This design comes from an exercise in tuning for small area, a short achievable clock period and few clock cycles per item on the open sky130 flow, not from production work. RTL that was checked went through simulation tests only; none was proved equivalent to the original. Function not checked in run 1: the RTL went through the layout flow alone. Power and IR drop assume default switching activity.

--- design.v ---
module window_line_buffer_kxk #(
  parameter int DATA_WIDTH = 32,
  parameter int K          = 3,
  parameter int MAX_WIDTH  = 64,
  parameter int CNT_W      = 8
) (
  input  logic                         clk,
  input  logic                         rst,
  input  logic                         frame_start,
  input  logic [CNT_W-1:0]             cfg_width,
  input  logic [CNT_W-1:0]             cfg_height,
  input  logic                         cfg_stride2,
  input  logic                         s_valid,
  output logic                         s_ready,
  input  logic [DATA_WIDTH-1:0]        s_data,
  output logic                         m_valid,
  input  logic                         m_ready,
  output logic [K*K*DATA_WIDTH-1:0]    m_window,
  output logic                         m_last,
  output logic                         frame_done,
  output logic                         cfg_err
);
  localparam int DW = DATA_WIDTH;
  localparam int NSEG = 6;    
  logic [5:0]      r_wm1;      
  logic [7:0]      r_hm1;      
  logic            r_s2;
  logic [NSEG-1:0] r_use;      
  logic            r_w3;       
  logic            w_cfg_ok;
  logic [5:0]      w_dly;
  logic [5:0]      w_rest;
  assign w_cfg_ok = (cfg_width >= CNT_W'(3)) && (cfg_width <= CNT_W'(64)) &&
                    (cfg_height >= CNT_W'(3));
  assign w_dly    = r_wm1 - 6'd3;    
  assign w_rest   = (w_dly >= 6'd29) ? (w_dly - 6'd29) : w_dly;
  always_ff @(posedge clk) begin
    if (frame_start) begin
      r_wm1 <= 6'(cfg_width - 8'd1);
      r_hm1 <= cfg_height - 8'd1;
      r_s2  <= cfg_stride2;
    end
  end
  always_ff @(posedge clk) begin
    r_use <= {w_dly >= 6'd29, w_rest[4:0]};
    r_w3  <= (r_wm1 == 6'd2);
  end
  logic       r_run;        
  logic       r_sready;
  logic [5:0] r_icol;
  logic [7:0] r_irow;
  logic       w_push;
  logic       w_col_last;
  logic       w_row_last;
  logic       w_emit;
  logic       w_lastwin;
  assign s_ready = r_sready;
  assign w_push  = s_valid && r_sready;
  assign w_col_last = (r_icol == r_wm1);
  assign w_row_last = (r_irow == r_hm1);
  assign w_emit     = (r_irow >= 8'd2) && (r_icol >= 6'd2) &&
                      (!r_s2 || (!r_irow[0] && !r_icol[0]));
  assign w_lastwin  = w_emit &&
      ({r_icol[5:1], r_icol[0] | r_s2} == {r_wm1[5:1], r_wm1[0] | r_s2}) &&
      ({r_irow[7:1], r_irow[0] | r_s2} == {r_hm1[7:1], r_hm1[0] | r_s2});
  always_ff @(posedge clk) begin
    if (frame_start) begin
      r_icol <= '0;
      r_irow <= '0;
    end else if (w_push) begin
      if (w_col_last) begin
        r_icol <= '0;
        r_irow <= r_irow + 8'd1;
      end else begin
        r_icol <= r_icol + 6'd1;
      end
    end
  end
  logic [DW-1:0] r_fd [2];
  logic [1:0]    r_fe;         
  logic [1:0]    r_fl;         
  logic          r_wp;
  logic          r_rp;
  logic [1:0]    r_cnt;
  logic          w_pop;
  logic [DW-1:0] w_head;
  logic [1:0]    w_cnt_n;
  logic          w_run_n;
  assign w_pop   = (r_cnt != 2'd0) && (!m_valid || m_ready);
  assign w_head  = r_fd[r_rp];
  assign w_cnt_n = r_cnt + 2'(w_push) - 2'(w_pop);
  assign w_run_n = r_run && !(w_push && w_col_last && w_row_last);
  always_ff @(posedge clk) begin
    if (w_push) begin
      r_fd[r_wp] <= s_data;
      r_fe[r_wp] <= w_emit;
      r_fl[r_wp] <= w_lastwin;
    end
  end
  always_ff @(posedge clk or posedge rst) begin
    if (rst) begin
      r_run      <= 1'b0;
      r_sready   <= 1'b0;
      r_wp       <= 1'b0;
      r_rp       <= 1'b0;
      r_cnt      <= 2'd0;
      m_valid    <= 1'b0;
      m_last     <= 1'b0;
      frame_done <= 1'b0;
      cfg_err    <= 1'b0;
    end else if (frame_start) begin
      r_run      <= w_cfg_ok;
      r_sready   <= w_cfg_ok;
      r_wp       <= 1'b0;
      r_rp       <= 1'b0;
      r_cnt      <= 2'd0;
      m_valid    <= 1'b0;
      m_last     <= 1'b0;
      frame_done <= 1'b0;
      cfg_err    <= !w_cfg_ok;
    end else begin
      r_run      <= w_run_n;
      r_sready   <= w_run_n && (w_cnt_n != 2'd2);
      r_cnt      <= w_cnt_n;
      if (w_push) r_wp <= !r_wp;
      if (w_pop)  r_rp <= !r_rp;
      frame_done <= m_valid && m_ready && m_last;
      if (w_pop) begin
        m_valid <= r_fe[r_rp];
        m_last  <= r_fl[r_rp];
      end else if (m_ready) begin
        m_valid <= 1'b0;
        m_last  <= 1'b0;
      end
    end
  end
  logic [DW-1:0] r_tap [9];
  logic [DW-1:0] w_dl_in  [2];
  logic [DW-1:0] w_dl_out [2];
  assign w_dl_in[0] = r_tap[2];
  assign w_dl_in[1] = r_tap[5];
  for (genvar l = 0; l < 2; l++) begin : g_line
    logic [DW-1:0] w_si [NSEG+1];
    logic [DW-1:0] r_fix;
    for (genvar s = 0; s < NSEG; s++) begin : g_seg
      localparam int L = (s == 5) ? 29 : (1 << s);
      logic [DW-1:0] r_sr [L];
      always_ff @(posedge clk) begin
        if (w_pop) begin
          r_sr[0] <= w_si[s];
          for (int k = 1; k < L; k++) r_sr[k] <= r_sr[k-1];
        end
      end
      if (s == 2) begin : g_fix
        always_ff @(posedge clk) begin
          if (w_pop) r_fix <= r_use[s] ? r_sr[L-1] : w_si[s];
        end
        assign w_si[s+1] = r_fix;
      end else begin : g_byp
        assign w_si[s+1] = r_use[s] ? r_sr[L-1] : w_si[s];
      end
    end
    assign w_si[0]     = w_dl_in[l];
    assign w_dl_out[l] = r_w3 ? w_dl_in[l] : w_si[NSEG];
  end
  always_ff @(posedge clk) begin
    if (w_pop) begin
      r_tap[0] <= w_head;
      r_tap[1] <= r_tap[0];
      r_tap[2] <= r_tap[1];
      r_tap[3] <= w_dl_out[0];
      r_tap[4] <= r_tap[3];
      r_tap[5] <= r_tap[4];
      r_tap[6] <= w_dl_out[1];
      r_tap[7] <= r_tap[6];
      r_tap[8] <= r_tap[7];
    end
  end
  always_comb begin
    for (int q = 0; q < 9; q++) m_window[q*DW +: DW] = r_tap[8-q];
  end
endmodule
--- flow/run.sh ---
#!/bin/bash
set -uo pipefail
export BUFFER_PORTS_ARGS="-buffer_cell sky130_fd_sc_hd__buf_4"
bash standard.sh > standard_flow.log 2>&1
--- standard.sh ---
#!/bin/bash
# synth_recipe.tcl (not shown) runs the flow's synth.tcl, then flattens the netlist and writes it again
# the make line also repeats each setting of config.mk as NAME=value (left out here)
make -C /OpenROAD-flow-scripts/flow DESIGN_CONFIG=/design/flow/config.mk WORK_HOME=/design/flow/orfs CLKGATE_MAP_FILE= SYNTH_SCRIPT=/design/flow/synth_recipe.tcl "${@:-finish}"
--- config.mk ---
export PLATFORM = sky130hd
export DESIGN_NAME = window_line_buffer_kxk
export DESIGN_NICKNAME = window_line_buffer_kxk
export VERILOG_FILES = /design/flow/design.v
export SDC_FILE = /design/flow/constraint.sdc
export NUM_CORES = 4
export LEC_CHECK = 0
export CAP_MARGIN = 20
export CORE_MARGIN = 2
export CORE_UTILIZATION = 80
export CTS_CLUSTER_DIAMETER = 60
export CTS_CLUSTER_SIZE = 24
export PLACE_DENSITY = 0.85
export SETUP_SLACK_MARGIN = 3.4
export SLEW_MARGIN = 20
--- constraint.sdc ---
create_clock -name core_clock -period 6.0 [get_ports {clk}]
set_input_delay 1.2000 -clock core_clock [delete_from_list [all_inputs] [get_ports {clk}]]
set_output_delay 1.2000 -clock core_clock [all_outputs]
set_load 0.01 [all_outputs]
==> metrics.md, run 1 <==
| Metric | Value |
|---|---|
| Outcome | aborted with a tool error |
| Stop stage | clock tree synthesis (4_1_cts) |
| Err | [ERROR DPL-0033] detailed placement checks failed during check placement. |
| Syn nets | 5313 |
| Post-Syn Instances | roughly 5200 |
| Yosys warns | 18 |
| Post-synthesis sequential area ratio | a little over nine tenths |
| Post-DP HPWL | about 130000 um |
| Mapped Area | roughly 140000 um^2 |
| Die Height | about 420 um |
| Post-CTS Resized | 307 |
| # rows | between 150 and 200 |
| H-tree levels | 4 |
| CTS Sinks | around 4300 |
| Mean Syn Cell Area | 25.9 um^2 |
| Postcts setup bufs | between 200 and 250 |
| Placed Instances | roughly 8000 |
| Worst slack, placed | approximately 2200 ps |
| FFs w/ async S/R, synth | less than 1% |
| Ys flop type | edfxtp_1 |
| Starting Density | between 80% and 90% |
| Die width | about 420 um |
| Synthesis-stage register bit count | 4306 |
| CTS buffer count | ~200 |
| # IOs | 347 |
| IO Port Bufs | approximately 350 |
| Yosys cell types | 50 |
| Post-synth EDFFs | between 4000 and 5000 |
| Root Driver | clkbuf_16 |
| Post-CTS Hold Buffers | 0 |
| GP Congestion | a little under 0.8 |
| Worst-case clock buffer depth | 3 |
==> worst max path at each step <==
stage                 start                             end  cells past startpoint
floorplan           m_ready                        r_sready                      9
detailed placement  m_ready  g_line[1].g_seg[0].r_sr[0][13]                      5
global placement    m_ready                    r_tap[8][24]                      5
==> cells in the mapped netlist, drive strengths merged, types with 6 or more instances <==
| library cell | n | area, um^2 |
|---|---|---|
| edfxtp | 4275 | 128000 |
| ha | 13 | 163 |
| clkbuf | 34 | 129 |
| mux2 | 292 | 3290 |
| inv | 83 | 312 |
| a21oi | 14 | 70.1 |
| xor2 | 21 | 191 |
| mux2i | 64 | 641 |
| buf | 41 | 183 |
| and3 | 6 | 38.8 |
| dfrtp | 10 | 250 |
| dfxtp | 21 | 420 |
| xnor2 | 18 | 158 |
| nand2 | 136 | 510 |
| nor2 | 26 | 105 |
| o21ai | 134 | 671 |
| nor3 | 6 | 41.3 |
==> logic make-up after synthesis <==
kind of cell | after synthesis | share of synthesized area, %
buffers and inverters | 158 | 0.458
XOR/XNOR | 39 | 0.257
AND/OR/NAND/NOR | 208 | 0.696
adder cells (fa/ha/maj) | 13 | 0.120
flip-flops | 4306 | 94.9
multiplexers | 356 | 2.89
AO/OA/AOI/OAI | 166 | 0.645
==> metrics by stage <==
step	util [%]	instance area (um^2)	hold slack, ps
after floorplan	-	136000	400
after global placement	84.0	142000	400
after detailed placement	84.0	142000	405
==> power by group through the flow <==
stage / clock network, uW / logic, uW / registers (uW)
detailed placement: 0 / 12700 / 61900
global placement: 0 / 11700 / 60700
floorplan: 0 / 1920 / 41700
==> run 2: changes to the inputs <==
--- a/design.v
+++ b/design.v
@@ -27,4 +27,4 @@
   logic            r_s2;
-  logic [NSEG-1:0] r_use;      
-  logic            r_w3;       
+  logic [NSEG-1:0] r_use [4];
+  logic [3:0]      r_w3;
   logic            w_cfg_ok;
@@ -44,4 +44,8 @@
   always_ff @(posedge clk) begin
-    r_use <= {w_dly >= 6'd29, w_rest[4:0]};
-    r_w3  <= (r_wm1 == 6'd2);
+    r_use[0] <= {w_dly >= 6'd29, w_rest[4:0]};
+    r_w3[0]  <= (r_wm1 == 6'd2);
+    for (int q = 1; q < 4; q++) begin
+      r_use[q] <= r_use[q-1];
+      r_w3[q]  <= r_w3[q-1];
+    end
   end
@@ -142,24 +146,29 @@
   for (genvar l = 0; l < 2; l++) begin : g_line
-    logic [DW-1:0] w_si [NSEG+1];
-    logic [DW-1:0] r_fix;
-    for (genvar s = 0; s < NSEG; s++) begin : g_seg
-      localparam int L = (s == 5) ? 29 : (1 << s);
-      logic [DW-1:0] r_sr [L];
-      always_ff @(posedge clk) begin
-        if (w_pop) begin
-          r_sr[0] <= w_si[s];
-          for (int k = 1; k < L; k++) r_sr[k] <= r_sr[k-1];
+    for (genvar h = 0; h < 2; h++) begin : g_half
+      localparam int HW = DW / 2;
+      localparam int Q  = 2 * l + h;    
+      logic [HW-1:0] w_si [NSEG+1];
+      logic [HW-1:0] r_fix;
+      for (genvar s = 0; s < NSEG; s++) begin : g_seg
+        localparam int L = (s == 5) ? 29 : (1 << s);
+        logic [HW-1:0] r_sr [L];
+        always_ff @(posedge clk) begin
+          if (w_pop) begin
+            r_sr[0] <= w_si[s];
+            for (int k = 1; k < L; k++) r_sr[k] <= r_sr[k-1];
+          end
+        end
+        if (s == 2) begin : g_fix
+          always_ff @(posedge clk) begin
+            if (w_pop) r_fix <= r_use[Q][s] ? r_sr[L-1] : w_si[s];
+          end
+          assign w_si[s+1] = r_fix;
+        end else begin : g_byp
+          assign w_si[s+1] = r_use[Q][s] ? r_sr[L-1] : w_si[s];
         end
       end
-      if (s == 2) begin : g_fix
-        always_ff @(posedge clk) begin
-          if (w_pop) r_fix <= r_use[s] ? r_sr[L-1] : w_si[s];
-        end
-        assign w_si[s+1] = r_fix;
-      end else begin : g_byp
-        assign w_si[s+1] = r_use[s] ? r_sr[L-1] : w_si[s];
-      end
+      assign w_si[0] = w_dl_in[l][h*HW +: HW];
+      assign w_dl_out[l][h*HW +: HW] = r_w3[Q] ? w_dl_in[l][h*HW +: HW]
+                                                : w_si[NSEG];
     end
-    assign w_si[0]     = w_dl_in[l];
-    assign w_dl_out[l] = r_w3 ? w_dl_in[l] : w_si[NSEG];
   end
--- a/config.mk
+++ b/config.mk
@@ -9,6 +9,6 @@
 export CORE_MARGIN = 2
-export CORE_UTILIZATION = 80
+export CORE_UTILIZATION = 70
 export CTS_CLUSTER_DIAMETER = 60
 export CTS_CLUSTER_SIZE = 24
-export PLACE_DENSITY = 0.85
+export PLACE_DENSITY = 0.75
 export SETUP_SLACK_MARGIN = 3.4
==> run 2 against run 1 <==
  * The run now finishes clean
  * Area after synthesis rose by 0.31%
  * Synthesized cell count rose by 0.29%
==> metrics.md, run 2 <==
| Metric | Value |
|---|---|
| Outcome | no timing/DRC/antenna violations |
| Clock skew | 36.9 ps |
| Cell family contributing the most delay on the critical path | flip-flops |
| WL final | 228000 um |
| Post-synth EDFFs | 4275 (unchanged) |
| Die Height | 445 um (+7.0%) |
| Area delta synth->final | 11.8% |
| First-pass GRT wire length | 316000 um |
| Critical path's slowest cell | edfxtp_1 |
| Hold Vio Cnt, Final | 0 |
| WS Path Type | flop to output pin |
| Via count | 51047 |
| Share of layout cells above drive strength 1 | approximately a fifth |
| Worst-case clock buffer depth | 3 (unchanged) |
| Maxcap violations | 0 |
| GP Congestion | 0.779 (-0.24%) |
| First-pass DRT Iterations | 5 |
| Endpoint class of the critical path | output pin |
| Synthesis-stage register bit count | 4327 (+0.49%) |
| Top Registers | g_line.g_half.g_seg.r_sr: 3840 flops, r_tap: 288 flops |
| Routed len/inst | 26.1 um |
| Hold_ws | roughly 330 ps |
| Crit path launch type | flop |
| CTS tree | done |
| Mean Syn Cell Area | 25.9 um^2 (about the same) |
| # rows | 162 (+7.3%) |
| Post-layout min period | 2810 ps |
| Post-DP HPWL | 112000 um (-16%) |
| Clk slew on worst S/H paths | around 90 ps |
| Synth cell count leaders | edfxtp_1, mux2_2, nand2_1 |
| Largest net degree at the start of global routing | 195 |
| Largest stage delay, worst path | between 500 and 600 ps |
| Commonest non-fill, non-tap cells in the layout | edfxtp_1, buf_4, buf_6, mux2_2, clkbuf_16 |
| Vias in the first global route | approximately 49000 |
| TNS Setup | 0 ps |
| Rel. slew slack | between 20 and 30% |
| Yosys cell types | 49 (-2.0%) |
| Worst path cell trace | buf_6 |
| CTS Sinks | 4327 (+0.49%) |
| H-tree levels | 4 (unchanged) |
| Ys flop type | edfxtp_1 |
| Max VDD drop | about 0.74 mV |
| Yosys warns | 33 (+15) |
| FFs w/ async S/R, synth | 0.231% (-0.0011 points) |
| Worst-margin pin slew | roughly 1100 ps |
| Largest reg by FF count | g_line.g_half.g_seg.r_sr |
| Fmax | approximately 360 MHz |
| Top-area cell type share of the netlist area | 94.1% (-0.30 points) |
| Post-DRT Antenna Nets | 0 |
| Biggest area consumer among synthesized cells | edfxtp_1 |
| Util after Layout | approximately four fifths |
| Drt first-iter violations | around 5700 |
| Pwr/cell area | roughly 620 nW/um^2 |
| IO Port Bufs | 346 (unchanged) |
| Max-slew violations | 0 |
| Worst Hold Class | input pin to asynchronous set/reset pin |
| # IOs | 347 (unchanged) |
| Total GRT Usage | approximately 22% |
| Worst slack, placed | 2300 ps (+148 ps) |
| Fin nets | 6146 |
| Starting Density | 70.2% (-10 points) |
| Main area contributors after synthesis | edfxtp_1, mux2_2, dfxtp_1, o21ai_0, mux2i_1 |
| Multi-input gate area | between 6000 and 7000 um^2 |
| Residual DRC count | 0 |
| Max FO, Critical Path | 2 |
| Final WS setup | 3190 ps |
| Die ar. | between 150000 and 200000 um^2 |
| Buffers plus inverters on the worst setup path | 1 |
| Core area | between 150000 and 200000 um^2 |
| Via density | approximately 6 |
| Fill cells | 8860 |
| Mapped Area | 136000 um^2 (+0.31%) |
| Max FFs per register | 3840 |
| Setup violations, final | 0 |
| Worst-Skew Late Latency | 880 ps |
| Count leader, synth | edfxtp_1 |
| Initial antenna violation count | 11 |
| RSZ-0062 raised after global routing | yes |
| Die width | 445 um (+7.0%) |
| CTS buffer count | 214 (+4.9%) |
| Global route total overflow | 0 |
| CP required | 4800 ps |
| Post-synthesis sequential area ratio | 94.9% (about the same) |
| Syn nets | 5328 (+0.28%) |
| Root Driver | clkbuf_16 |
| Post-CTS Hold Buffers | 0 (unchanged) |
| Storage element area | ~130000 um^2 |
| Commonest non-fill, non-tap cell in the layout | edfxtp_1 |
| Fin crit share | a little under half |
| Post-Syn Instances | 5261 (+0.29%) |
| WP data arrival | between 1500 and 2000 ps |
| P_leak | roughly 0.05 uW |
==> run 2: cell count changes after synthesis, sizes merged, moves of 2 or more <==
cell / change
mux2: +2
inv: -3
xor2: +3
dfxtp: +21
xnor2: -2
nor4: +2
or3: +4
buf: -16
nor4b: -2
nor3b: +2
clkbuf: +13
==> run 2: kinds of logic (layout without fill, tap and decap cells) <==
kind of cell	after synthesis	in the layout	synth area share [%]
flops	4327	4327	94.9
simple gates	211	211	0.704
compound gates	160	161	0.610
buf+inv	152	1097	0.457
mux	358	358	2.90
other cells	0	4	0
xor+xnor	40	40	0.268
fa+ha+maj	13	13	0.119
==> run 2: final timing paths <==
path                       slack [ps]          from                                       to  cells past startpoint
setup / recovery                 3190  r_tap[5][16]                            m_window[112]                      1
hold / removal                    330           rst                                   m_last                      2
max in group asynchronous        5360           rst                                     r_rp                      2
hold reg to reg                   380   r_use[1][5]                              r_use[2][5]                      0
setup reg to reg                 3600      r_cnt[1]  g_line[1].g_half[1].g_seg[4].r_sr[1][8]                      4
min in group core_clock           380   r_use[1][5]                              r_use[2][5]                      0
==> run 2: what timing repair did <==
| item | in CTS | in global routing |
|---|---|---|
| pin swaps | 1 | 0 |
| hold endpoints to repair | 0 | 0 |
| resized for setup | 267 | 29 |
| endpoints found under the setup margin | 1276 | 376 |
| buffers inserted | 160 | 76 |
| gates cloned | 1 | 0 |
==> run 2: layer usage <==
layer,vias to the layer above,part of all wire (%),global-route usage [%]
met3,343,5.5,3.38
met5,-,0.0096,0
met2,1711,50,35.4
met1,26545,41,32.5
met4,4,3.2,6.49
li1,22444,-,-
==> run 2: final cells by class <==
type | instances | area share (%)
Inverter | 80 | 0.197
Antenna cell | 4 | 0.00657
Timing Repair Buffer | 673 | 4.31
Sequential cell | 4327 | 84.9
Multi-Input combinational cell | 783 | 4.15
Tap cell | 2542 | 2.09
Clock inverter | 60 | 0.516
Clock buffer | 284 | 3.80
==> run 2: through the flow <==
step | area [um^2] | power (uW) | cells
after floorplan | 136000 | 43800 | 5261
after global placement | 143000 | 74600 | 8168
after detailed placement | 143000 | 75800 | 8168
after CTS | 152000 | 93900 | 8673
after global routing | 152000 | 98100 | 8750
final | 152000 | 94300 | 8753
==> run 2: where the power goes <==
group	internal (uW)	switching (uW)	leakage, uW
logic	4620	11900	0.00646
clock network	7370	8980	0.00318
registers	56000	5470	0.0412
total	68000	26300	0.0508
Testbench counts of run 2, summed over its fixed seeds: cycles 95,280, items 95,003.
==> run 3: changes to the inputs <==
==> flow/run.sh (replaced) <==
#!/bin/bash
set -uo pipefail
export BUFFER_PORTS_ARGS="-buffer_cell sky130_fd_sc_hd__buf_4"
export POST_GLOBAL_PLACE_TCL="$PWD/flow/outbuf.tcl"
bash standard.sh > standard_flow.log 2>&1
==> flow/outbuf.tcl (new file) <==
# Move each output port's buffer onto its driving cell (usually the register
# behind the port), so that the register drives only a short wire and the
# buffer drives the long wire to the pin. Detailed placement legalizes it.
set block [ord::get_db_block]
set moved 0
foreach bterm [$block getBTerms] {
  if {[$bterm getIoType] ne "OUTPUT"} { continue }
  set net [$bterm getNet]
  if {$net eq "NULL"} { continue }
  set buf ""
  foreach iterm [$net getITerms] {
    if {[$iterm isOutputSignal]} { set buf [$iterm getInst] }
  }
  if {$buf eq ""} { continue }
  set innet ""
  foreach iterm [$buf getITerms] {
    if {[$iterm isInputSignal] && [$iterm getNet] ne "NULL"} { set innet [$iterm getNet] }
  }
  if {$innet eq ""} { continue }
  set drv ""
  foreach iterm [$innet getITerms] {
    if {[$iterm isOutputSignal]} { set drv [$iterm getInst] }
  }
  if {$drv eq ""} { continue }
  set loc [$drv getLocation]
  $buf setLocation [lindex $loc 0] [lindex $loc 1]
  incr moved
}
puts "outbuf.tcl: moved $moved output buffers next to their drivers"
--- a/config.mk
+++ b/config.mk
@@ -13,3 +13,3 @@
 export PLACE_DENSITY = 0.75
-export SETUP_SLACK_MARGIN = 3.4
+export SETUP_SLACK_MARGIN = 3.6
 export SLEW_MARGIN = 20
==> run 3 against run 2 <==
  * Register-to-register slack improved by 40 ps
  * Global-route usage up 0.34 points
  * Clock skew is 13 ps higher
  * Synthesized cell count stayed put
  * Worst hold slack worse by 19 ps
  * Power up 0.46%
==> metrics.md, run 3 <==
| Metric | Value |
|---|---|
| WP data arrival | 1510 ps (-100 ps) |
| Vias in the first global route | 49231 (+0.91%) |
| Maxcap violations | 0 (unchanged) |
| Root Driver | clkbuf_16 |
| Initial antenna violation count | 11 (unchanged) |
| Max VDD drop | 0.571 mV (-23%) |
| Largest net degree at the start of global routing | 195 (unchanged) |
| Top Registers | g_line.g_half.g_seg.r_sr: 3840 flops, r_tap: 288 flops |
| Crit path launch type | flop |
| P_leak | 0.0512 uW (+0.72%) |
| Post-DP HPWL | 119000 um (+6.2%) |
| # IOs | 347 (unchanged) |
| Count leader, synth | edfxtp_1 |
| Setup violations, final | 0 (unchanged) |
| Global route total overflow | 0 (unchanged) |
| Area delta synth->final | 12.2% |
| Met2 Use GR | 35.8% (+0.39 points) |
| Starting Density | 70.2% (unchanged) |
| Rel. slew slack | 30.4% (+2.2 points) |
| Post-DRT Antenna Nets | 0 (unchanged) |
| Drt first-iter violations | 6095 (+7.8%) |
| Cell family contributing the most delay on the critical path | flip-flops |
| Critical path's slowest cell | edfxtp_1 |
| FFs w/ async S/R, synth | 0.231% (unchanged) |
| Endpoint class of the critical path | output pin |
| Worst-margin pin slew | 1040 ps (-32.9 ps) |
| IO Port Bufs | 346 (unchanged) |
| CTS buffer count | 215 (+0.47%) |
| Ys flop type | edfxtp_1 |
| Outcome | no timing/DRC/antenna violations |
| Syn nets | 5328 (unchanged) |
| Yosys warns | 33 (unchanged) |
| Via density | 5.85 (+0.23%) |
| Total GRT Usage | 22.4% (+0.34 points) |
| # rows | 162 (unchanged) |
| Commonest non-fill, non-tap cell in the layout | edfxtp_1 |
| Routed len/inst | 26.3 um (+0.67%) |
| Share of layout cells above drive strength 1 | 21.3% (+0.82 points) |
| WL final | 231000 um (+1.3%) |
| Fin nets | 6202 (+0.91%) |
| Hold_ws | 309 ps (-19.2 ps) |
| Die ar. | 198000 um^2 (unchanged) |
| Global routing usage on met3 | 3.37% (-0.016 points) |
| Largest stage delay, worst path | 470 ps (-90 ps) |
| Max-slew violations | 0 (unchanged) |
| Synth cell count leaders | edfxtp_1, mux2_2, nand2_1 |
| Commonest non-fill, non-tap cells in the layout | edfxtp_1, buf_4, mux2_2, buf_6, clkbuf_16 |
| Yosys cell types | 49 (unchanged) |
| Post-CTS Hold Buffers | 0 (unchanged) |
| Hold Vio Cnt, Final | 0 (unchanged) |
| Top-area cell type share of the netlist area | 94.1% (unchanged) |
| Worst Hold Class | input pin to asynchronous set/reset pin |
| Fmax | 369 MHz (+3.9%) |
| Post-layout min period | 2710 ps (-105 ps) |
| Max FO, Critical Path | 2 (unchanged) |
| Biggest area consumer among synthesized cells | edfxtp_1 |
| Mapped Area | 136000 um^2 (unchanged) |
| Worst-case clock buffer depth | 3 (unchanged) |
| Placed Instances | 8168 (unchanged) |
| Met1 Track Usage GR | 33.3% (+0.79 points) |
| Via count | 51486 (+0.86%) |
| Reg2reg setup slack | 3640 ps (+40 ps) |
| Max FFs per register | 3840 (unchanged) |
| Worst-Skew Late Latency | 900 ps (+20 ps) |
| Residual DRC count | 0 (unchanged) |
| Post-synthesis sequential area ratio | 94.9% (unchanged) |
| Main area contributors after synthesis | edfxtp_1, mux2_2, dfxtp_1, o21ai_0, mux2i_1 |
| Core area | 194000 um^2 (unchanged) |
| Clk slew on worst S/H paths | 90 ps (about the same) |
| Clock skew | 49.7 ps (+12.8 ps) |
| RSZ-0062 raised after global routing | yes |
| Post-Syn Instances | 5261 (unchanged) |
| Mean Syn Cell Area | 25.9 um^2 (unchanged) |
| Final WS setup | 3290 ps (+105 ps) |
| Fin crit share | 45.1% (-1.8 points) |
| Buffers plus inverters on the worst setup path | 1 (unchanged) |
| CTS Sinks | 4327 (unchanged) |
| Worst slack, placed | 2290 ps (-15.6 ps) |
| TNS Setup | 0 ps (unchanged) |
| First-pass DRT Iterations | 5 (unchanged) |
| First-pass GRT wire length | 321000 um (+1.5%) |
| Post-synth EDFFs | 4275 (unchanged) |
| Synthesis-stage register bit count | 4327 (unchanged) |
| Pwr/cell area | 619 nW/um^2 (about the same) |
| Global routing's busiest layer | met2 |
| WS Path Type | flop to output pin |
| Largest reg by FF count | g_line.g_half.g_seg.r_sr |
| Final Non-Filler Cells | 8808 (+0.63%) |
| Die width | 445 um (unchanged) |
| H-tree levels | 4 (unchanged) |
| Worst path cell trace | buf_6 |
| Die Height | 445 um (unchanged) |
| CTS tree | done |
| CP required | 4800 ps (about the same) |
==> run 3: logic make-up after synthesis <==
logic type | share of synthesized area [%]
simple gates | 0.704
compound gates | 0.610
flops | 94.9
fa+ha+maj | 0.119
mux | 2.90
buf+inv | 0.457
xor+xnor | 0.268
==> run 3: final timing paths <==
| path | startpoint | to | cells past startpoint |
|---|---|---|---|
| max | r_tap[6][22] | m_window[86] | 1 |
| min | rst | m_valid | 2 |
| max in group asynchronous | rst | r_rp | 2 |
| min reg2reg | r_use[1][5] | r_use[2][5] | 0 |
| min in group core_clock | r_use[1][5] | r_use[2][5] | 0 |
| max reg2reg | m_valid | g_line[1].g_half[0].g_seg[5].r_sr[22][2] | 4 |
==> run 3: power by group <==
group          switching (uW)  internal, uW  leakage, uW
combinational           12400          4980      0.00677
clock                    9010          7320      0.00323
sequential               5160         55900       0.0412
total                   26500         68200       0.0512
==> run 3: area by class of cell <==
cell class	count	area (um^2)
timing repair buffer	728	7080
clock inverter	74	822
sequential	4327	129000
antenna	3	7.51
tap	2542	3180
multi-input combinational	783	6320
clock buffer	271	5800
fill	8750	41200
inverter	80	300
==> run 3: timing repair <==
item | 4_1_cts | 5_1_grt
gates cloned | 1 | 5
pin swaps | 1 | 0
resized for setup | 277 | 21
endpoints found under the setup margin | 3351 | 1202
buffers inserted | 193 | 93
==> run 3: stage by stage <==
| stage | instance area, um^2 | total power (uW) | util [%] |
|---|---|---|---|
| 6_report | 153000 | 94800 | 78.8 |
| 5_1_grt | 153000 | 98500 | 78.8 |
| 4_1_cts | 152000 | 94300 | 78.3 |
| 3_5_place_dp | 143000 | 76000 | 73.6 |
| 3_3_place_gp | 143000 | 74600 | 73.6 |
| 2_1_floorplan | 136000 | 43800 | - |
==> run 3: per-layer routing <==
layer | vias up | part of all wire, %
met3 | 335 | 6.0
met1 | 26764 | 41
met2 | 1842 | 50
met5 | - | 0
met4 | 0 | 3.0
li1 | 22545 | -
==> run 4: changes to the inputs <==
--- a/config.mk
+++ b/config.mk
@@ -13,3 +13,3 @@
 export PLACE_DENSITY = 0.75
-export SETUP_SLACK_MARGIN = 3.6
+export SETUP_SLACK_MARGIN = 3.0
 export SLEW_MARGIN = 20
==> run 4 against run 3 <==
  * Global-route usage is 0.81 points lower
  * Routed wire length fell by 7.1%
  * Clock power about the same
  * Worst setup slack worse by 210 ps
  * Register-to-register slack worse by 440 ps
  * Sequential cell count stayed put
  * Highest routed layer unchanged
  * Critical path depth unchanged
  * Power is 3.1% lower
  * Worst hold slack got worse by 0.80 ps
  * Critical endpoint is now m_window[283]
==> metrics.md, run 4 <==
| Metric | Value |
|---|---|
| Cell family contributing the most delay on the critical path | flip-flops |
| Clk slew on worst S/H paths | 90 ps (about the same) |
| Pwr/cell area | 614 nW/um^2 (-0.86%) |
| Placed Instance Area | 143000 um^2 (unchanged) |
| Largest net degree at the start of global routing | 195 (unchanged) |
| Worst slack, placed | 2290 ps (unchanged) |
| Via density | 5.81 (-0.66%) |
| Routed len/inst | 25.2 um (-4.0%) |
| Crit path launch type | flop |
| Combinational power share | 15.8% (-2.5 points) |
| Worst-margin pin slew | 1060 ps (+17.1 ps) |
| Initial antenna violation count | 9 (-2) |
| CTS Sinks | 4327 (unchanged) |
| Fin nets | 5911 (-4.7%) |
| TNS Setup | 0 ps (unchanged) |
| Synth cell count leaders | edfxtp_1, mux2_2, nand2_1 |
| Placed Instances | 8168 (unchanged) |
| Buffers plus inverters on the worst setup path | 1 (unchanged) |
| Top Registers | g_line.g_half.g_seg.r_sr: 3840 flops, r_tap: 288 flops |
| Met1 wire length | 92300 um (-3.5%) |
| First-pass DRT Iterations | 5 (unchanged) |
| WS Path Type | flop to output pin |
| Post-layout min period | 2920 ps (+212 ps) |
| Hold Vio Cnt, Final | 0 (unchanged) |
| Multi-input gate area | 6310 um^2 (-0.24%) |
| Outcome | no timing/DRC/antenna violations |
| Post-route cell area | 150000 um^2 (-2.2%) |
| CTS tree | done |
| Post-synthesis sequential area ratio | 94.9% (unchanged) |
| Synthesis-stage register bit count | 4327 (unchanged) |
| Share of layout cells above drive strength 1 | 17.5% (-3.8 points) |
| Storage element area | 129000 um^2 (unchanged) |
| Met2 WL | 105000 um (-8.9%) |
| Final WS setup | 3080 ps (-212 ps) |
| # IOs | 347 (unchanged) |
| Met3 Wirelength | 12300 um (-11%) |
| Post-Syn Instances | 5261 (unchanged) |
| Worst path cell trace | buf_4 |
| Starting Density | 70.2% (unchanged) |
| Post-DP HPWL | 119000 um (unchanged) |
| Flop pwr share | 66.7% (+2.2 points) |
| First-pass GRT wire length | 310000 um (-3.5%) |
| Commonest non-fill, non-tap cells in the layout | edfxtp_1, buf_4, mux2_2, clkbuf_16, nand2_1 |
| WP data arrival | 1720 ps (+210 ps) |
| Largest stage delay, worst path | 600 ps (+130 ps) |
| Clock share of power | 17.5% (+0.3 points) |
| Total GRT Usage | 21.6% (-0.81 points) |
| Mean Syn Cell Area | 25.9 um^2 (unchanged) |
| Fin crit share | 48.7% (+3.5 points) |
| Biggest area consumer among synthesized cells | edfxtp_1 |
| Commonest non-fill, non-tap cell in the layout | edfxtp_1 |
| Critical path's slowest cell | edfxtp_1 |
| Syn nets | 5328 (unchanged) |
| FFs w/ async S/R, synth | 0.231% (unchanged) |
| Yosys warns | 33 (unchanged) |
| Setup violations, final | 0 (unchanged) |
| Post-DRT Antenna Nets | 0 (unchanged) |
| Psw | 25300 uW (-4.7%) |
| Root Driver | clkbuf_16 |
| Vias in the first global route | 47713 (-3.1%) |
| Die width | 445 um (unchanged) |
| # rows | 162 (unchanged) |
| CTS buffer count | 215 (unchanged) |
| Clock skew | 47.9 ps (-1.81 ps) |
| Fmax | 342 MHz (-7.3%) |
| CP required | 4800 ps (about the same) |
| Net Sw Frac | 27.5% (-0.46 points) |
| Area delta synth->final | 9.67% |
| Die Height | 445 um (unchanged) |
| Fill cells | 9295 (+6.2%) |
| Core area | 194000 um^2 (unchanged) |
| Endpoint class of the critical path | output pin |
| Post-synth EDFFs | 4275 (unchanged) |
| Top-area cell type share of the netlist area | 94.1% (unchanged) |
| H-tree levels | 4 (unchanged) |
| Die ar. | 198000 um^2 (unchanged) |
| Worst Hold Class | input pin to asynchronous set/reset pin |
| Max FO, Critical Path | 3 (+1) |
| Max VDD drop | 0.803 mV (+41%) |
| Max-slew violations | 0 (unchanged) |
| Worst-Skew Late Latency | 870 ps (-30 ps) |
| IO Port Bufs | 346 (unchanged) |
| Yosys cell types | 49 (unchanged) |
| Maxcap violations | 0 (unchanged) |
| Max FFs per register | 3840 (unchanged) |
| Main area contributors after synthesis | edfxtp_1, mux2_2, dfxtp_1, o21ai_0, mux2i_1 |
| Via count | 49467 (-3.9%) |
| Design internal power | 66600 uW (-2.5%) |
| Count leader, synth | edfxtp_1 |
| Rel. slew slack | 29.3% (-1.1 points) |
| Post-CTS Resized | 0 (-100%) |
| WL final | 215000 um (-7.1%) |
| Largest reg by FF count | g_line.g_half.g_seg.r_sr |
| Top sig layer | met4 |
| RSZ-0062 raised after global routing | no |
| Worst-case clock buffer depth | 3 (unchanged) |
| Drt first-iter violations | 5566 (-8.7%) |
| Global route total overflow | 0 (unchanged) |
| Residual DRC count | 0 (unchanged) |
| Final Non-Filler Cells | 8519 (-3.3%) |
| Ys flop type | edfxtp_1 |
| Design Power | 91800 uW (-3.1%) |
| Mapped Area | 136000 um^2 (unchanged) |
| P_leak | 0.0493 uW (-3.6%) |
==> run 4: metrics by stage <==
stage / util, % / hold slack, ps
2_1_floorplan: - / 329
6_report: 77.0 / 308
3_3_place_gp: 73.6 / 378
3_5_place_dp: 73.6 / 378
5_1_grt: 77.0 / 300
4_1_cts: 77.0 / 246
==> run 4: final cells by class <==
type / instances / area share (%)
Antenna cell: 5 / 0.00837
Clock inverter: 74 / 0.550
Tap cell: 2542 / 2.13
Timing Repair Buffer: 438 / 2.44
Inverter: 80 / 0.201
Multi-Input combinational cell: 782 / 4.22
Clock buffer: 271 / 3.88
Sequential cell: 4327 / 86.6
==> run 4: final timing paths <==
kind / depth (start not counted) / slack (ps) / start / end
worst min register to register: 0 / 390 / r_use[1][5] / r_use[2][5]
worst min-delay path: 2 / 310 / rst / m_valid
max in group asynchronous: 2 / 5390 / rst / r_rp
worst max register to register: 5 / 3200 / m_valid / g_line[1].g_half[1].g_seg[4].r_sr[9][6]
min in group core_clock: 0 / 390 / r_use[1][5] / r_use[2][5]
worst max-delay path: 1 / 3080 / r_tap[0][27] / m_window[283]
==> run 4: per-layer routing <==
metal / vias to the layer above / GRT usage (%)
li1: 21952 / -
met1: 25731 / 32.5
met2: 1506 / 33.8
met3: 278 / 3.61
met4: 0 / 6.03
met5: - / 0
==> run 4: what timing repair did <==
item	in CTS	in global routing
setup endpoints to repair	1	0
hold buffers	0	0
setup buffers	1	0
==> run 4: cell families after synthesis <==
| logic type | share of synthesized area, % |
|---|---|
| muxes | 2.90 |
| adders and majority gates | 0.119 |
| DFF | 94.9 |
| buffers and inverters | 0.457 |
| xor gates and xnor gates | 0.268 |
| and+or+nand+nor | 0.704 |
| AOI/OAI and AO/OA | 0.610 |
==> run 4: power by group through the flow <==
| stage | sequential [uW] | combinational, uW | clock [uW] |
|---|---|---|---|
| global placement | 61000 | 13600 | 0 |
| floorplan | 41900 | 1910 | 0 |
| CTS | 61600 | 14700 | 16500 |
| detailed placement | 61400 | 14600 | 0 |
| finish | 61200 | 14500 | 16100 |
| global route | 62600 | 15800 | 17400 |
==> run 5: changes to the inputs <==
--- a/config.mk
+++ b/config.mk
@@ -13,3 +13,3 @@
 export PLACE_DENSITY = 0.75
-export SETUP_SLACK_MARGIN = 3.0
+export SETUP_SLACK_MARGIN = 3.4
 export SLEW_MARGIN = 20
==> run 5 against run 4 <==
  * Utilization grew 1.7 points
  * Cell area grew 2.2%
  * Clock skew is essentially flat
  * Die area is the same
  * Via count grew 3.2%
  * Register-to-register slack gained 370 ps
  * Routed wire length grew 6.1%
  * Area after synthesis is the same
  * Power grew 2.8%
  * First-iteration DRC count grew 7.7%
  * Synthesized cell count is the same
  * Largest power group unchanged
==> metrics.md, run 5 <==
| Metric | Value |
|---|---|
| Routed len/inst | 25.9 um (+2.7%) |
| Clk slew on worst S/H paths | 90 ps (about the same) |
| Endpoint class of the critical path | output pin |
| Vias in the first global route | 49231 (+3.2%) |
| Via density | 5.80 (about the same) |
| Area delta synth->final | 12.1% |
| First-pass DRT Iterations | 6 (+1) |
| CTS Sinks | 4327 (unchanged) |
| Worst reg2reg endpoint | g_line[0].g_half[0].g_seg[5].r_sr[15][11] |
| CTS tree | done |
| WS Path Type | flop to output pin |
| Count leader, synth | edfxtp_1 |
| Commonest non-fill, non-tap cells in the layout | edfxtp_1, buf_4, mux2_2, buf_6, clkbuf_16 |
| Largest net degree at the start of global routing | 195 (unchanged) |
| Setup violations, final | 0 (unchanged) |
| Buffers plus inverters on the worst setup path | 1 (unchanged) |
| Fill cells | 8788 (-5.5%) |
| FFs w/ async S/R, synth | 0.231% (unchanged) |
| # rows | 162 (unchanged) |
| RSZ-0062 raised after global routing | yes |
| Max VDD drop | 0.808 mV (+0.61%) |
| First-pass GRT wire length | 321000 um (+3.7%) |
| Post-synth EDFFs | 4275 (unchanged) |
| Largest stage delay, worst path | 460 ps (-140 ps) |
| Reg2reg setup slack | 3570 ps (+370 ps) |
| WL final | 228000 um (+6.1%) |
| Worst Hold Class | input pin to asynchronous set/reset pin |
| Yosys warns | 33 (unchanged) |
| Yosys cell types | 49 (unchanged) |
| TNS Setup | 0 ps (unchanged) |
| Syn nets | 5328 (unchanged) |
| # IOs | 347 (unchanged) |
| Hold Vio Cnt, Final | 0 (unchanged) |
| Worst-margin pin slew | 1020 ps (-44.4 ps) |
| Fin crit share | 45.1% (-3.6 points) |
| Biggest area consumer among synthesized cells | edfxtp_1 |
| Post-DP HPWL | 119000 um (unchanged) |
| Max-slew violations | 0 (unchanged) |
| Synth cell count leaders | edfxtp_1, mux2_2, nand2_1 |
| FF-to-FF path depth | 6 (+1) |
| Main area contributors after synthesis | edfxtp_1, mux2_2, dfxtp_1, o21ai_0, mux2i_1 |
| Reg2reg start | m_valid |
| Die Height | 445 um (unchanged) |
| Top-area cell type share of the netlist area | 94.1% (unchanged) |
| Mapped Area | 136000 um^2 (unchanged) |
| Drt first-iter violations | 5997 (+7.7%) |
| Residual DRC count | 0 (unchanged) |
| Critical path's slowest cell | edfxtp_1 |
| Maxcap violations | 0 (unchanged) |
| Worst path cell trace | buf_6 |
| Worst-case clock buffer depth | 3 (unchanged) |
| Clock skew | 48.3 ps (+0.374 ps) |
| Post-route cell area | 153000 um^2 (+2.2%) |
| Crit path launch type | flop |
| Mean Syn Cell Area | 25.9 um^2 (unchanged) |
| Rel. slew slack | 32.2% (+3.0 points) |
| Post-Syn Instances | 5261 (unchanged) |
| Max FFs per register | 3840 (unchanged) |
| P_leak | 0.0511 uW (+3.5%) |
| CP required | 4800 ps (about the same) |
| Post-synthesis sequential area ratio | 94.9% (unchanged) |
| Worst-Skew Late Latency | 870 ps (about the same) |
| Synthesis-stage register bit count | 4327 (unchanged) |
| Top Registers | g_line.g_half.g_seg.r_sr: 3840 flops, r_tap: 288 flops |
| Outcome | no timing/DRC/antenna violations |
| CTS buffer count | 215 (unchanged) |
| Ys flop type | edfxtp_1 |
| Die width | 445 um (unchanged) |
| Via count | 51066 (+3.2%) |
| Global route total overflow | 0 (unchanged) |
| Fin nets | 6197 (+4.8%) |
| Placed Instance Area | 143000 um^2 (unchanged) |
| Starting Density | 70.2% (unchanged) |
| Largest reg by FF count | g_line.g_half.g_seg.r_sr |
| WP data arrival | 1500 ps (-220 ps) |
| Post-DRT Antenna Nets | 0 (unchanged) |
| Post-layout min period | 2700 ps (-215 ps) |
| Root Driver | clkbuf_16 |
| Cell family contributing the most delay on the critical path | flip-flops |
| Core area | 194000 um^2 (unchanged) |
| Total GRT Usage | 22.4% (+0.81 points) |
| H-tree levels | 4 (unchanged) |
| Fmax | 370 MHz (+8.0%) |
| IO Port Bufs | 346 (unchanged) |
| Share of layout cells above drive strength 1 | 21.3% (+3.8 points) |
| Max FO, Critical Path | 2 (-1) |
| Die ar. | 198000 um^2 (unchanged) |
| Pwr/cell area | 618 nW/um^2 (+0.58%) |
| Commonest non-fill, non-tap cell in the layout | edfxtp_1 |
| Initial antenna violation count | 8 (-1) |
-- run 5: cell counts after synthesis --
Identical to the previous run, type by type.
-- run 5: how the worst max path moves through the flow --
| stage | slack (ps) | start | endpoint | depth (start not counted) |
|---|---|---|---|---|
| 2_1_floorplan | -28610 | m_ready | r_sready | 9 |
| 6_report | 3300 | r_tap[5][29] | m_window[125] | 1 |
| 3_5_place_dp | 2290 | m_ready | g_line[1].g_half[1].g_seg[4].r_sr[10][6] | 6 |
| 3_3_place_gp | 2320 | m_ready | g_line[0].g_half[0].g_seg[5].r_sr[25][4] | 4 |
| 4_1_cts | 3250 | r_tap[5][25] | m_window[121] | 1 |
| 5_1_grt | 3240 | r_tap[6][22] | m_window[86] | 1 |
-- run 5: metrics by stage --
| step | power, uW | hold WS, ps | setup slack [ps] | util (%) | std cells |
|---|---|---|---|---|---|
| 2_1_floorplan | 43800 | 329 | -28610 | - | 5261 |
| 3_3_place_gp | 74600 | 378 | 2320 | 73.6 | 8168 |
| 3_5_place_dp | 76000 | 378 | 2290 | 73.6 | 8168 |
| 4_1_cts | 94300 | 246 | 3250 | 78.3 | 8707 |
| 5_1_grt | 98200 | 299 | 3240 | 78.7 | 8801 |
| 6_report | 94400 | 305 | 3300 | 78.7 | 8801 |
-- run 5: repair_timing --
item / CTS / global route
hold buffers: 0 / 0
cloned: 1 / 0
pin swaps: 1 / 0
resized for setup: 276 / 14
setup endpoints to repair: 1365 / 464
buffers inserted: 193 / 93
-- run 5: power by group --
| part | total, uW | internal (uW) | switching, uW | leakage [uW] |
|---|---|---|---|---|
| clock network | 16300 | 7320 | 8970 | 0.00323 |
| registers | 61100 | 56000 | 5100 | 0.0412 |
| logic | 17000 | 4800 | 12200 | 0.00669 |
-- run 5: routing by layer --
metal  vias up  share of wire, %  GRT usage [%]
met5         -                 0              0
met4         0               2.7           6.39
met3       308               5.8           3.37
met2      1695                50           35.8
met1     26550                42           33.2
li1      22513                 -              -
-- run 5: cells by family (layout without fill, tap and decap cells) --
kind of cell	count (synthesis)	count (layout)	synth area share, %
AOI/OAI and AO/OA	160	161	0.610
muxes	358	358	2.90
adders and majority gates	13	13	0.119
xor gates and xnor gates	40	40	0.268
other	0	1	0
buffers and inverters	152	1148	0.457
DFF	4327	4327	94.9
and+or+nand+nor	211	211	0.704
-- run 5: area by class of cell --
type                       count  area, um^2  share of cell area (%)
timing repair buffer         723        6900                    4.52
multi-input combinational    783        6320                    4.14
sequential                  4327      129000                    84.7
inverter                      80         300                   0.197
clock inverter                74         822                   0.538
tap                         2542        3180                    2.08
clock buffer                 271        5800                    3.80
antenna                        1        2.50                 0.00164
==> run 6: changes to the inputs <==
--- a/config.mk
+++ b/config.mk
@@ -7,3 +7,3 @@
 export LEC_CHECK = 0
-export CAP_MARGIN = 20
+export CAP_MARGIN = 10
 export CORE_MARGIN = 2
@@ -14,2 +14,2 @@
 export SETUP_SLACK_MARGIN = 3.4
-export SLEW_MARGIN = 20
+export SLEW_MARGIN = 10
==> run 6 against run 5 <==
  * Area after synthesis unchanged
  * Sequential power about the same
  * Worst setup slack worse by 7.7 ps
  * Worst hold slack better by 3.7 ps
  * Power barely moved
  * Via count up 0.23%
  * Count of clock-buffer cells in the layout unchanged
  * Still clean on timing, DRC and antenna
  * Largest power group unchanged
  * Synthesized cell count stayed put
  * Critical path type unchanged
  * Critical path depth did not move
  * Clock skew decreased by 2.5 ps
==> metrics.md, run 6 <==
| Metric | Value |
|---|---|
| Outcome | no timing/DRC/antenna violations |
| Ys flop type | edfxtp_1 |
| Yosys warns | 33 (unchanged) |
| Compound-Gate Fraction of Synth Area | 0.610% (unchanged) |
| Largest family of logic cells by synthesized area | multiplexers |
| Drt first-iter violations | 5953 (-0.73%) |
| Crit path launch type | flop |
| Post-layout min period | 2710 ps (+7.67 ps) |
| FF-to-FF path depth | 6 (unchanged) |
| Yosys cell types | 49 (unchanged) |
| Worst Hold Class | input pin to asynchronous set/reset pin |
| Commonest non-fill, non-tap cell in the layout | edfxtp_1 |
| Post-Synth Simple-Gate Area | 0.704% (unchanged) |
| CTS tree | done |
| RSZ-0062 raised after global routing | yes |
| IO Port Bufs | 346 (unchanged) |
| Via count | 51186 (+0.23%) |
| XOR/XNOR share of the synthesized area | 0.268% (unchanged) |
| Worst path cell trace | buf_6 |
| Clock share of power | 17.2% (about the same) |
| Maxcap violations | 0 (unchanged) |
| Post-DRT Antenna Nets | 0 (unchanged) |
| Fmax | 369 MHz (-0.28%) |
| Combinational power share | 18.0% (about the same) |
| Mapped Area | 136000 um^2 (unchanged) |
| Max VDD drop | 0.812 mV (+0.45%) |
| Endpoint class of the critical path | output pin |
| Clk slew on worst S/H paths | 100 ps (about the same) |
| Top Registers | g_line.g_half.g_seg.r_sr: 3840 flops, r_tap: 288 flops |
| Psw | 26200 uW (-0.11%) |
| Global route total overflow | 0 (unchanged) |
| Largest net degree at the start of global routing | 195 (unchanged) |
| P_leak | 0.0511 uW (about the same) |
| First-pass GRT wire length | 321000 um (about the same) |
| Die ar. | 198000 um^2 (unchanged) |
| Post-synthesis sequential area ratio | 94.9% (unchanged) |
| Die width | 445 um (unchanged) |
| Main area contributors after synthesis | edfxtp_1, mux2_2, dfxtp_1, o21ai_0, mux2i_1 |
| Buffers plus inverters on the worst setup path | 1 (unchanged) |
| Worst slack, placed | 2290 ps (unchanged) |
| Routed len/inst | 25.8 um (-0.24%) |
| CP required | 4800 ps (about the same) |
| FFs w/ async S/R, synth | 0.231% (unchanged) |
| Syn nets | 5328 (unchanged) |
| Core area | 194000 um^2 (unchanged) |
| Post-synth EDFFs | 4275 (unchanged) |
| Commonest non-fill, non-tap cells in the layout | edfxtp_1, buf_4, mux2_2, buf_6, clkbuf_16 |
| Area delta synth->final | 12.1% (about the same) |
| Max FFs per register | 3840 (unchanged) |
| Via density | 5.82 (+0.22%) |
| Max-slew violations | 0 (unchanged) |
| Top-area cell type share of the netlist area | 94.1% (unchanged) |
| Mux share of post-synthesis cell area | 2.90% (unchanged) |
| Net Sw Frac | 27.8% (about the same) |
| Post-DP HPWL | 119000 um (about the same) |
| Rel. slew slack | 19.8% (-12 points) |
| Synth cell count leaders | edfxtp_1, mux2_2, nand2_1 |
| First-pass DRT Iterations | 6 (unchanged) |
| H-tree levels | 4 (unchanged) |
| Cell family contributing the most delay on the critical path | flip-flops |
| Worst-case clock buffer depth | 3 (unchanged) |
| Pwr/cell area | 618 nW/um^2 (about the same) |
| # IOs | 347 (unchanged) |
| Vias in the first global route | 49236 (+0.010%) |
| Largest stage delay, worst path | 460 ps (about the same) |
| CTS buffer count | 215 (unchanged) |
| Reg2reg start | m_valid |
| TNS Setup | 0 ps (unchanged) |
| Starting Density | 70.2% (unchanged) |
| Fin crit share | 45.2% (+0.13 points) |
| Fin nets | 6197 (unchanged) |
| Hold Vio Cnt, Final | 0 (unchanged) |
| Adder-Cell Fraction of Synth Area | 0.119% (unchanged) |
| CTS Sinks | 4327 (unchanged) |
| Clock skew | 45.8 ps (-2.50 ps) |
| # rows | 162 (unchanged) |
| Critical path's slowest cell | edfxtp_1 |
| Worst-margin pin slew | 1200 ps (+185 ps) |
| Final WS setup | 3290 ps (-7.67 ps) |
| Setup violations, final | 0 (unchanged) |
| Reg2reg setup slack | 3560 ps (about the same) |
| Design internal power | 68100 uW (about the same) |
| Synthesis-stage register bit count | 4327 (unchanged) |
| Mean Syn Cell Area | 25.9 um^2 (unchanged) |
| Root Driver | clkbuf_16 |
| Worst reg2reg endpoint | g_line[0].g_half[1].g_seg[3].r_sr[1][12] |
| Count leader, synth | edfxtp_1 |
| Die Height | 445 um (unchanged) |
| Initial antenna violation count | 8 (unchanged) |
| Share of layout cells above drive strength 1 | 21.2% (about the same) |
| Post-Syn Instances | 5261 (unchanged) |
| Worst-Skew Late Latency | 860 ps (about the same) |
| Largest reg by FF count | g_line.g_half.g_seg.r_sr |
| Max FO, Critical Path | 2 (unchanged) |
| WL final | 227000 um (-0.23%) |
| WP data arrival | 1510 ps (about the same) |
| Flop pwr share | 64.7% (about the same) |
| Residual DRC count | 0 (unchanged) |
| Biggest area consumer among synthesized cells | edfxtp_1 |
| Total GRT Usage | 22.4% (about the same) |
| WS Path Type | flop to output pin |
[run 6: worst register-to-register path: stages (launching register included)]
cell and delay [ps]:
dfrtp_1 400, buf_4 150, nand2b_4 130, o21a_4 170, buf_12 170, buf_12 190
buf_12 630
[run 6: worst max-delay path by stage]
stage                                          endpoint  cells after the start  slack, ps          from
4_1_cts                                   m_window[121]                      1       3250  r_tap[5][25]
6_report                                  m_window[125]                      1       3290  r_tap[5][29]
2_1_floorplan                                  r_sready                      9     -28610       m_ready
3_3_place_gp   g_line[0].g_half[0].g_seg[5].r_sr[25][4]                      4       2320       m_ready
5_1_grt                                    m_window[86]                      1       3240  r_tap[6][22]
3_5_place_dp   g_line[1].g_half[1].g_seg[4].r_sr[10][6]                      6       2290       m_ready
[run 6: cells by family (layout without fill, tap and decap cells)]
family / count (synthesis) / after routing
adders and majority gates: 13 / 13
other: 0 / 2
buffers and inverters: 152 / 1148
muxes: 358 / 358
and+or+nand+nor: 211 / 211
AOI/OAI and AO/OA: 160 / 161
xor gates and xnor gates: 40 / 40
DFF: 4327 / 4327
[run 6: layer usage]
| layer | vias to the layer above | GRT usage, % | routed length (um) |
|---|---|---|---|
| met5 | - | 0 | 0 |
| met4 | 0 | 6.39 | 6010 |
| met3 | 293 | 3.37 | 12900 |
| met2 | 1712 | 35.8 | 113000 |
| met1 | 26664 | 33.2 | 95500 |
| li1 | 22517 | - | - |
[run 6: what timing repair did]
item | 4_1_cts | 5_1_grt
hold buffers | 0 | 0
pin swaps | 1 | 0
endpoints found under the setup margin | 1365 | 464
cloned | 1 | 0
gates resized for setup | 276 | 14
buffers inserted | 193 | 93
[run 6: layout make-up]
cell class                 count  area, um^2
sequential                  4327      129000
fill                        8781       41400
timing repair buffer         723        6900
multi-input combinational    783        6320
clock buffer                 271        5800
tap                         2542        3180
clock inverter                74         822
inverter                      80         300
antenna                        2        5.00
[run 6: metrics by stage]
step           power (uW)  util, %  std cells  hold WS, ps  instance area [um^2]
2_1_floorplan       43800        -       5261          329                136000
3_3_place_gp        74600     73.6       8168          378                143000
3_5_place_dp        76000     73.6       8168          378                143000
4_1_cts             94300     78.3       8707          246                152000
5_1_grt             98200     78.7       8801          299                153000
6_report            94400     78.7       8802          309                153000
[run 6: power by group through the flow]
stage / sequential, uW / clock (uW) / combinational, uW
3_3_place_gp: 61000 / 0 / 13600
3_5_place_dp: 61400 / 0 / 14600
5_1_grt: 62400 / 17500 / 18300
4_1_cts: 61100 / 16500 / 16600
2_1_floorplan: 41900 / 0 / 1910
6_report: 61100 / 16300 / 17000
==> run 7: changes to the inputs <==
--- a/flow/run.sh
+++ b/flow/run.sh
@@ -4,2 +4,3 @@
 export POST_GLOBAL_PLACE_TCL="$PWD/flow/outbuf.tcl"
+export CTS_ARGS="-sink_clustering_enable -repair_clock_nets -sink_clustering_size 24 -sink_clustering_max_diameter 60 -dont_use_dummy_load"
 bash standard.sh > standard_flow.log 2>&1
--- a/config.mk
+++ b/config.mk
@@ -7,3 +7,3 @@
 export LEC_CHECK = 0
-export CAP_MARGIN = 10
+export CAP_MARGIN = 20
 export CORE_MARGIN = 2
@@ -14,2 +14,2 @@
 export SETUP_SLACK_MARGIN = 3.4
-export SLEW_MARGIN = 10
+export SLEW_MARGIN = 20
==> run 7 against run 6 <==
  * Via count down 1.3%
  * Count of clock-buffer cells in the layout down 56
  * Register-to-register slack worse by 140 ps
  * Sequential power about the same
  * Area after synthesis unchanged
  * Critical path type unchanged
  * Largest power group unchanged
==> metrics.md, run 7 <==
| Metric | Value |
|---|---|
| Starting Density | 70.2% (unchanged) |
| Largest net degree at the start of global routing | 195 (unchanged) |
| Global route total overflow | 0 (unchanged) |
| Residual DRC count | 0 (unchanged) |
| First-pass DRT Iterations | 6 (unchanged) |
| Routed len/inst | 25.8 um (-0.24%) |
| Worst-case clock buffer depth | 3 (unchanged) |
| Area delta synth->final | 11.2% |
| Hold Vio Cnt, Final | 0 (unchanged) |
| Post-synthesis sequential area ratio | 94.9% (unchanged) |
| Largest family of logic cells by synthesized area | multiplexers |
| Clk slew on worst S/H paths | 90 ps (about the same) |
| RSZ-0062 raised after global routing | yes |
| Largest reg by FF count | g_line.g_half.g_seg.r_sr |
| Placed Instances | 8168 (unchanged) |
| Crit path launch type | flop |
| Reg2reg setup slack | 3420 ps (-140 ps) |
| H-tree levels | 4 (unchanged) |
| Commonest non-fill, non-tap cells in the layout | edfxtp_1, buf_4, mux2_2, buf_6, clkbuf_16 |
| CTS Sinks | 4327 (unchanged) |
| Drt first-iter violations | 5770 (-3.1%) |
| Buffers plus inverters on the worst setup path | 1 (unchanged) |
| Worst-Skew Late Latency | 840 ps (-20 ps) |
| Worst-margin pin slew | 1060 ps (-145 ps) |
| WL final | 223000 um (-1.7%) |
| Root Driver | clkbuf_16 |
| Post-CTS Hold Buffers | 0 (unchanged) |
| Mapped Area | 136000 um^2 (unchanged) |
| Synthesis-stage register bit count | 4327 (unchanged) |
| Final Non-Filler Cells | 8677 (-1.4%) |
| Post-DRT Antenna Nets | 0 (unchanged) |
| Max FO, Critical Path | 2 (unchanged) |
| Post-synth EDFFs | 4275 (unchanged) |
| Count leader, synth | edfxtp_1 |
| FFs w/ async S/R, synth | 0.231% (unchanged) |
| Fin nets | 6203 (+0.097%) |
| Syn nets | 5328 (unchanged) |
| Cell family contributing the most delay on the critical path | flip-flops |
| TNS Setup | 0 ps (unchanged) |
| Top Registers | g_line.g_half.g_seg.r_sr: 3840 flops, r_tap: 288 flops |
| Synth cell count leaders | edfxtp_1, mux2_2, nand2_1 |
| XOR/XNOR share of the synthesized area | 0.268% (unchanged) |
| IO Port Bufs | 346 (unchanged) |
| Biggest area consumer among synthesized cells | edfxtp_1 |
| Die ar. | 198000 um^2 (unchanged) |
| Core area | 194000 um^2 (unchanged) |
| # IOs | 347 (unchanged) |
| Fmax | 373 MHz (+1.1%) |
| Die width | 445 um (unchanged) |
| Worst path cell trace | buf_6 |
| Mux share of post-synthesis cell area | 2.90% (unchanged) |
| Mean Syn Cell Area | 25.9 um^2 (unchanged) |
| Yosys warns | 33 (unchanged) |
| Worst Hold Class | input pin to asynchronous set/reset pin |
| Critical path's slowest cell | edfxtp_1 |
| Post-layout min period | 2680 ps (-29.1 ps) |
| Largest stage delay, worst path | 460 ps (about the same) |
| Outcome | no timing/DRC/antenna violations |
| # rows | 162 (unchanged) |
| Vias in the first global route | 48559 (-1.4%) |
| Main area contributors after synthesis | edfxtp_1, mux2_2, dfxtp_1, o21ai_0, mux2i_1 |
| Commonest non-fill, non-tap cell in the layout | edfxtp_1 |
| WS Path Type | flop to output pin |
| Adder-Cell Fraction of Synth Area | 0.119% (unchanged) |
| P_leak | 0.0505 uW (-1.1%) |
| Via count | 50533 (-1.3%) |
| Endpoint class of the critical path | output pin |
| First-pass GRT wire length | 318000 um (-1.1%) |
| Post-Syn Instances | 5261 (unchanged) |
| Die Height | 445 um (unchanged) |
| Share of layout cells above drive strength 1 | 20.6% (-0.68 points) |
| Initial antenna violation count | 11 (+3) |
| Compound-Gate Fraction of Synth Area | 0.610% (unchanged) |
| CP required | 4800 ps (about the same) |
| Total GRT Usage | 22.1% (-0.26 points) |
| Post-Synth Simple-Gate Area | 0.704% (unchanged) |
| Ys flop type | edfxtp_1 |
| Pwr/cell area | 611 nW/um^2 (-0.99%) |
| CTS tree | done |
| Via density | 5.82 (+0.15%) |
| Top-area cell type share of the netlist area | 94.1% (unchanged) |
| Max VDD drop | 0.738 mV (-9.1%) |
| Yosys cell types | 49 (unchanged) |
| Clock skew | 71.0 ps (+25.2 ps) |
| Fin crit share | 44.7% (-0.49 points) |
| Rel. slew slack | 29.6% (+9.8 points) |
| Post-DP HPWL | 119000 um (about the same) |
| Setup violations, final | 0 (unchanged) |
| Fill cells | 8928 (+1.7%) |
| WP data arrival | 1480 ps (-30 ps) |
| Max FFs per register | 3840 (unchanged) |
| Maxcap violations | 0 (unchanged) |
| Max-slew violations | 0 (unchanged) |
| CTS buffer count | 215 (unchanged) |
==> run 7: cell counts after synthesis <==
No cell type changed its count.
==> run 7: area by class of cell <==
type                            count  area, um^2  area share, %
Antenna cell                        1        2.50        0.00165
Clock buffer                      215        5380           3.55
Inverter                           80         300          0.198
Multi-Input combinational cell    783        6320           4.17
Sequential cell                  4327      129000           85.4
Tap cell                         2542        3180           2.10
Timing Repair Buffer              729        6980           4.60
==> run 7: worst paths after layout <==
| check | endpoint | from | cells past startpoint |
|---|---|---|---|
| setup / recovery | m_window[120] | r_tap[5][24] | 1 |
| max in group asynchronous | r_rp | rst | 2 |
| hold reg to reg | g_line[1].g_half[0].g_seg[5].r_sr[25][2] | g_line[1].g_half[0].g_seg[5].r_sr[24][2] | 0 |
| hold / removal | m_valid | rst | 2 |
| min in group core_clock | g_line[1].g_half[0].g_seg[5].r_sr[25][2] | g_line[1].g_half[0].g_seg[5].r_sr[24][2] | 0 |
| setup reg to reg | g_line[1].g_half[0].g_seg[5].r_sr[19][3] | m_valid | 4 |
==> run 7: logic make-up (layout without fill, tap and decap cells) <==
| logic type | count (synthesis) | after routing |
|---|---|---|
| mux | 358 | 358 |
| xor+xnor | 40 | 40 |
| flops | 4327 | 4327 |
| fa+ha+maj | 13 | 13 |
| other cells | 0 | 1 |
| simple gates | 211 | 211 |
| buf+inv | 152 | 1024 |
| compound gates | 160 | 161 |
==> run 7: what timing repair did <==
item                                    4_1_cts  5_1_grt
pin swaps                                     1        0
gates resized for setup                     276       14
setup buffers                               194       98
gates cloned                                  1        0
endpoints found under the setup margin     1298      298
==> run 7: routing by layer <==
layer | up-vias | routed length [um] | global-route usage, %
met5 | - | 18 | 0
met4 | 2 | 5720 | 5.87
met3 | 275 | 11900 | 3.09
met2 | 1559 | 111000 | 35.2
met1 | 26296 | 94500 | 33.4
li1 | 22401 | - | -
==> run 7: per-stage QoR <==
stage	area [um^2]	util, %	total power (uW)	worst slack [ps]	hold slack [ps]
6_report	152000	78.1	92700	3320	335
5_1_grt	152000	78.1	96500	3230	321
4_1_cts	151000	77.7	92600	3240	265
3_5_place_dp	143000	73.6	76000	2290	378
3_3_place_gp	143000	73.6	74600	2320	378
2_1_floorplan	136000	-	43800	-28610	329
==> run 7: report_power, final <==
group          internal [uW]  switching, uW  total [uW]
sequential             56000           5010       61000
clock                   6360           8330       14700
combinational           4850          12200       17000

## re-timing with driven ports
The results above use ideal ports. As a check the final layouts listed here were re-extracted and re-timed, cells and wires unchanged. Step 1: set_driving_cell puts a clkbuf_16 on clk and a buf_2 on each other input, an assumption about the parent block. Step 2 adds t to the input delays and takes it off the output delays; t is the mean of the earliest and latest rising clock arrival at the registers after step 1. Input paths then give back, and output paths get back, about the clock's delay inside the block. Three values: no drivers, after step 1, after step 2; two values: the first two.
run	shift t [ns]	slack for setup (ns)	clock arrival spread, ns	slew at the worst register clock pin (ns)
run 2	0.940	3.187 / 3.096 / 2.731	0.067 / 0.066	0.12 / 0.12
run 3	0.954	3.292 / 3.198 / 2.823	0.084 / 0.085	0.12 / 0.12
run 4	0.938	3.080 / 2.986 / 2.302	0.051 / 0.051	0.10 / 0.10
run 5	0.947	3.295 / 3.201 / 2.766	0.065 / 0.064	0.12 / 0.12
run 6	0.948	3.288 / 3.191 / 2.748	0.065 / 0.065	0.12 / 0.12
run 7	0.912	3.317 / 3.224 / 2.611	0.093 / 0.093	0.10 / 0.10
After both steps setup and hold are still met in every run listed. For run 4, which loses most, drivers alone change the setup slack by -0.094 ns; drivers and shift together by -0.778 ns.
